Context: an optimization exercise on an open-source flow, tuned for small area and a short achievable clock period. The choices shown serve that exercise and are no tape-out recipe. RTL that was checked went through simulation tests only; none was proved equivalent to the original.

Setup of maple:
==> flow/design.v <==
module fpu_ss_multi_scoreboard #(
    parameter int NB_CORES     = 2,
    parameter int NUM_REGS     = 32,
    parameter int CNT_W        = 2,
    parameter int MAX_INFLIGHT = 8,
    parameter int IN_ORDER_WB  = 1,
    localparam int CORE_W      = (NB_CORES > 1) ? $clog2(NB_CORES) : 1,
    localparam int REG_W       = $clog2(NUM_REGS),
    localparam int INF_W       = $clog2(MAX_INFLIGHT + 1)
) (
    input  logic                clk_i,
    input  logic                rst_ni,
    input  logic                disp_valid_i,
    output logic                disp_ready_o,
    input  logic [CORE_W-1:0]   disp_core_i,
    input  logic [3*REG_W-1:0]  disp_rs_i,
    input  logic [2:0]          disp_rs_use_i,
    input  logic [REG_W-1:0]    disp_rd_i,
    input  logic                disp_rd_fp_i,
    input  logic                fpu_wb_valid_i,
    input  logic [CORE_W-1:0]   fpu_wb_core_i,
    input  logic [REG_W-1:0]    fpu_wb_rd_i,
    input  logic                lsu_wb_valid_i,
    input  logic [CORE_W-1:0]   lsu_wb_core_i,
    input  logic [REG_W-1:0]    lsu_wb_rd_i,
    output logic [5:0]          fwd_sel_o,
    output logic [INF_W-1:0]    inflight_o,
    output logic                err_o
);
    localparam int NS    = MAX_INFLIGHT;
    localparam int TAG_W = CORE_W + REG_W;
    logic [TAG_W-1:0] tag_q [NS];
    logic [CNT_W-1:0] cnt_q [NS];
    logic [INF_W-1:0] inflight_q;
    logic             err_q;
    logic [NS-1:0]    live, one, full, core_m, rd_m, fpu_m, lsu_m;
    logic [2:0]       rs_fh, rs_lh, rs_nz, rs_one;
    logic [NS-1:0]    alloc, inc_s, fpu_s, lsu_s;
    logic [NS-1:0]    rs_m [3];
    logic [2:0]       raw_haz;
    logic [5:0]       fwd_sel;
    logic             hazard, inc, rd_hit, rd_full, fpu_hit, fpu_multi, lsu_hit;
    logic             same_tgt, fpu_ok, lsu_ok, err_set;
    always_comb begin
        for (int s = 0; s < NS; s++) begin
            live[s]   = (cnt_q[s] != '0);
            one[s]    = (cnt_q[s] == CNT_W'(1));
            full[s]   = (cnt_q[s] == '1);
            core_m[s] = live[s] && (tag_q[s][REG_W +: CORE_W] == disp_core_i);
            rd_m[s]   = core_m[s] && (tag_q[s][REG_W-1:0] == disp_rd_i);
            fpu_m[s]  = fpu_wb_valid_i && live[s] && (tag_q[s] == {fpu_wb_core_i, fpu_wb_rd_i});
            lsu_m[s]  = lsu_wb_valid_i && live[s] && (tag_q[s] == {lsu_wb_core_i, lsu_wb_rd_i});
            for (int i = 0; i < 3; i++)
                rs_m[i][s] = core_m[s] && (tag_q[s][REG_W-1:0] == disp_rs_i[i*REG_W +: REG_W]);
        end
        for (int i = 0; i < 3; i++) begin
            rs_fh[i] = fpu_wb_valid_i && (fpu_wb_core_i == disp_core_i)
                    && (fpu_wb_rd_i == disp_rs_i[i*REG_W +: REG_W]);
            rs_lh[i] = lsu_wb_valid_i && (lsu_wb_core_i == disp_core_i)
                    && (lsu_wb_rd_i == disp_rs_i[i*REG_W +: REG_W]);
            rs_nz[i] = disp_rs_use_i[i] && (|rs_m[i]);
            rs_one[i] = |(rs_m[i] & one);
            raw_haz[i]       = rs_nz[i] && !(rs_one[i] && (rs_fh[i] ^ rs_lh[i]));
            fwd_sel[2*i]     = rs_nz[i] && rs_one[i] && rs_fh[i] && !rs_lh[i];
            fwd_sel[2*i + 1] = rs_nz[i] && rs_one[i] && rs_lh[i] && !rs_fh[i];
        end
    end
    always_comb begin
        rd_full  = |(rd_m & full);
        hazard   = (|raw_haz) || (disp_rd_fp_i && (rd_full || inflight_q[INF_W-1]));
        inc      = disp_valid_i && !hazard && disp_rd_fp_i;
        rd_hit   = |rd_m;
        fpu_hit   = |fpu_m;
        fpu_multi = |(fpu_m & ~one);
        lsu_hit   = |lsu_m;
        same_tgt  = fpu_wb_valid_i && lsu_wb_valid_i
                 && (fpu_wb_core_i == lsu_wb_core_i) && (fpu_wb_rd_i == lsu_wb_rd_i);
        fpu_ok    = fpu_hit;
        lsu_ok    = same_tgt ? fpu_multi : lsu_hit;
        err_set   = (fpu_wb_valid_i && !fpu_ok) || (lsu_wb_valid_i && !lsu_ok);
        for (int s = 0; s < NS; s++) begin
            alloc[s] = !live[s];
            for (int t = 0; t < s; t++)
                if (!live[t]) alloc[s] = 1'b0;
        end
        inc_s = {NS{inc}} & (rd_hit ? rd_m : alloc);
        fpu_s = fpu_m;
        lsu_s = {NS{lsu_ok}} & lsu_m;
    end
    assign disp_ready_o = !hazard;
    assign fwd_sel_o    = fwd_sel;
    assign inflight_o   = inflight_q;
    assign err_o        = err_q;
    always_ff @(posedge clk_i) begin
        for (int s = 0; s < NS; s++)
            if (!live[s])
                tag_q[s] <= {disp_core_i, disp_rd_i};
    end
    always_ff @(posedge clk_i or negedge rst_ni) begin
        if (!rst_ni) begin
            for (int s = 0; s < NS; s++)
                cnt_q[s] <= '0;
            inflight_q <= '0;
            err_q      <= 1'b0;
        end else begin
            for (int s = 0; s < NS; s++)
                cnt_q[s] <= cnt_q[s] + CNT_W'(inc_s[s]) - CNT_W'(fpu_s[s]) - CNT_W'(lsu_s[s]);
            inflight_q <= inflight_q + INF_W'(inc) - INF_W'(fpu_ok) - INF_W'(lsu_ok);
            if (err_set)
                err_q <= 1'b1;
        end
    end
endmodule
export LEC_CHECK = 0
export CAP_MARGIN = 20
export CORE_MARGIN = 2
export CORE_UTILIZATION = 60
export PLACE_DENSITY = 0.75
export SETUP_SLACK_MARGIN = 4.5
export SLEW_MARGIN = 20
export TNS_END_PERCENT = 0
create_clock -name core_clock -period 10.0 [get_ports {clk_i}]
standard.sh (not shown) runs the stock make flow with config.mk's settings and CLKGATE_MAP_FILE= SYNTH_SCRIPT=/design/flow/synth_recipe.tcl, a recipe that flattens the netlist after the stock synthesis.
==> flow/flow/run.sh <==
#!/bin/bash
# The standard layout, with the port buffers made as buf_4 cells instead of the
# resizer's default pick, so the ports do not start out behind slow delay cells.
set -euo pipefail
bash standard.sh "BUFFER_PORTS_ARGS=-buffer_cell sky130_fd_sc_hd__buf_4" ${EXTRA_VARS:-} finish > orfs_finish.log 2>&1
Relative to maple, the following input files were edited for oak:
==> flow/design.v <==
module fpu_ss_multi_scoreboard #(
    parameter int NB_CORES     = 2,
    parameter int NUM_REGS     = 32,
    parameter int CNT_W        = 2,
    parameter int MAX_INFLIGHT = 8,
    parameter int IN_ORDER_WB  = 1,
    localparam int CORE_W      = (NB_CORES > 1) ? $clog2(NB_CORES) : 1,
    localparam int REG_W       = $clog2(NUM_REGS),
    localparam int INF_W       = $clog2(MAX_INFLIGHT + 1)
) (
    input  logic                clk_i,
    input  logic                rst_ni,
    input  logic                disp_valid_i,
    output logic                disp_ready_o,
    input  logic [CORE_W-1:0]   disp_core_i,
    input  logic [3*REG_W-1:0]  disp_rs_i,
    input  logic [2:0]          disp_rs_use_i,
    input  logic [REG_W-1:0]    disp_rd_i,
    input  logic                disp_rd_fp_i,
    input  logic                fpu_wb_valid_i,
    input  logic [CORE_W-1:0]   fpu_wb_core_i,
    input  logic [REG_W-1:0]    fpu_wb_rd_i,
    input  logic                lsu_wb_valid_i,
    input  logic [CORE_W-1:0]   lsu_wb_core_i,
    input  logic [REG_W-1:0]    lsu_wb_rd_i,
    output logic [5:0]          fwd_sel_o,
    output logic [INF_W-1:0]    inflight_o,
    output logic                err_o
);
    localparam int NS    = MAX_INFLIGHT;
    localparam int TAG_W = CORE_W + REG_W;
    logic [TAG_W-1:0] tag_q [NS];
    logic [CNT_W-1:0] cnt_q [NS];
    logic [INF_W-1:0] inflight_q;
    logic             err_q;
    logic [NS-1:0]    live, one, full, core_m, rd_m, fpu_m, lsu_m, fpu_fw, lsu_fw, blk;
    logic [NS-1:0]    alloc, inc_s, fpu_s, lsu_s;
    logic [NS-1:0]    rs_m [3];
    logic [2:0]       raw_haz;
    logic [5:0]       fwd_sel;
    logic             hazard, inc, rd_hit, rd_full, fpu_hit, fpu_multi, lsu_hit;
    logic             same_tgt, fpu_ok, lsu_ok, err_set;
    always_comb begin
        for (int s = 0; s < NS; s++) begin
            live[s]   = (cnt_q[s] != '0);
            one[s]    = (cnt_q[s] == CNT_W'(1));
            full[s]   = (cnt_q[s] == '1);
            core_m[s] = live[s] && (tag_q[s][REG_W +: CORE_W] == disp_core_i);
            rd_m[s]   = core_m[s] && (tag_q[s][REG_W-1:0] == disp_rd_i);
            fpu_m[s]  = fpu_wb_valid_i && live[s] && (tag_q[s] == {fpu_wb_core_i, fpu_wb_rd_i});
            lsu_m[s]  = lsu_wb_valid_i && live[s] && (tag_q[s] == {lsu_wb_core_i, lsu_wb_rd_i});
            fpu_fw[s] = one[s] && fpu_m[s] && !lsu_m[s];
            lsu_fw[s] = one[s] && lsu_m[s] && !fpu_m[s];
            blk[s]    = live[s] && !fpu_fw[s] && !lsu_fw[s];
            for (int i = 0; i < 3; i++)
                rs_m[i][s] = disp_rs_use_i[i] && core_m[s]
                          && (tag_q[s][REG_W-1:0] == disp_rs_i[i*REG_W +: REG_W]);
        end
        for (int i = 0; i < 3; i++) begin
            raw_haz[i]       = |(rs_m[i] & blk);
            fwd_sel[2*i]     = |(rs_m[i] & fpu_fw);
            fwd_sel[2*i + 1] = |(rs_m[i] & lsu_fw);
        end
    end
    always_comb begin
        rd_full  = |(rd_m & full);
        hazard   = (|raw_haz) || (disp_rd_fp_i && (rd_full || inflight_q[INF_W-1]));
        inc      = disp_valid_i && !hazard && disp_rd_fp_i;
        rd_hit   = |rd_m;
        fpu_hit   = |fpu_m;
        fpu_multi = |(fpu_m & ~one);
        lsu_hit   = |lsu_m;
        same_tgt  = fpu_wb_valid_i && lsu_wb_valid_i
                 && (fpu_wb_core_i == lsu_wb_core_i) && (fpu_wb_rd_i == lsu_wb_rd_i);
        fpu_ok    = fpu_hit;
        lsu_ok    = same_tgt ? fpu_multi : lsu_hit;
        err_set   = (fpu_wb_valid_i && !fpu_ok) || (lsu_wb_valid_i && !lsu_ok);
        for (int s = 0; s < NS; s++) begin
            alloc[s] = !live[s];
            for (int t = 0; t < s; t++)
                if (!live[t]) alloc[s] = 1'b0;
        end
        inc_s = {NS{inc}} & (rd_hit ? rd_m : alloc);
        fpu_s = fpu_m;
        lsu_s = {NS{lsu_ok}} & lsu_m;
    end
    assign disp_ready_o = !hazard;
    assign fwd_sel_o    = fwd_sel;
    assign inflight_o   = inflight_q;
    assign err_o        = err_q;
    always_ff @(posedge clk_i) begin
        for (int s = 0; s < NS; s++)
            if (!live[s])
                tag_q[s] <= {disp_core_i, disp_rd_i};
    end
    always_ff @(posedge clk_i or negedge rst_ni) begin
        if (!rst_ni) begin
            for (int s = 0; s < NS; s++)
                cnt_q[s] <= '0;
            inflight_q <= '0;
            err_q      <= 1'b0;
        end else begin
            for (int s = 0; s < NS; s++)
                cnt_q[s] <= cnt_q[s] + CNT_W'(inc_s[s]) - CNT_W'(fpu_s[s]) - CNT_W'(lsu_s[s]);
            inflight_q <= inflight_q + INF_W'(inc) - INF_W'(fpu_ok) - INF_W'(lsu_ok);
            if (err_set)
                err_q <= 1'b1;
        end
    end
endmodule
oak completed; timing, DRC and antenna clean. maple reports its most common library cell in the layout ignoring fill and taps as xor2_1 while oak reports xnor2_1. maple → oak: non-clock inverter count in the final layout higher; horizontal die dimension now smaller; worst hold slack -45 ps; global-route usage now sits higher. For fraction of area in clock buffers and inverters, oak and maple come out practically identical. Summary of oak over maple: initial core utilization dropped 0.81 points, die area now smaller. oak ended with more arrival time of data at the critical path endpoint than maple. Between maple and oak, the last weighted congestion value of the routability-driven placer is lower for oak. Of maple and oak, the lower met2 usage in global routing belongs to maple.
Function not checked in oak: the RTL went through the layout flow alone.

## port drivers added, routing unchanged
How much do the figures lean on ideal ports? The routed layouts below were timed once more, with nothing changed but the port constraints.
Step 1 assumes that a clkbuf_16 drives the clock port and a buf_2 every other input.
Step 2 moves the port delays by t, midway between the first and last clock arrival at a register: inputs arrive t later, outputs are due t later. That takes back most of the time a late clock gives input paths.
Three values: no drivers, after step 1, after step 2; two values: the first two.
run | t, ns | setup WS [ns] | worst register clock-pin slew, ns | worst data-port slew with drivers (ns)
maple | 0.390 | 4.047 / 3.884 / 3.884 | 0.06 / 0.06 | 0.23
oak | 0.385 | 3.727 / 3.693 / 3.693 | 0.06 / 0.06 | 0.15
After both steps every run listed still meets setup and hold. The setup slack of maple, which loses most, moves by -0.163 ns with the drivers and by -0.163 ns with both steps.
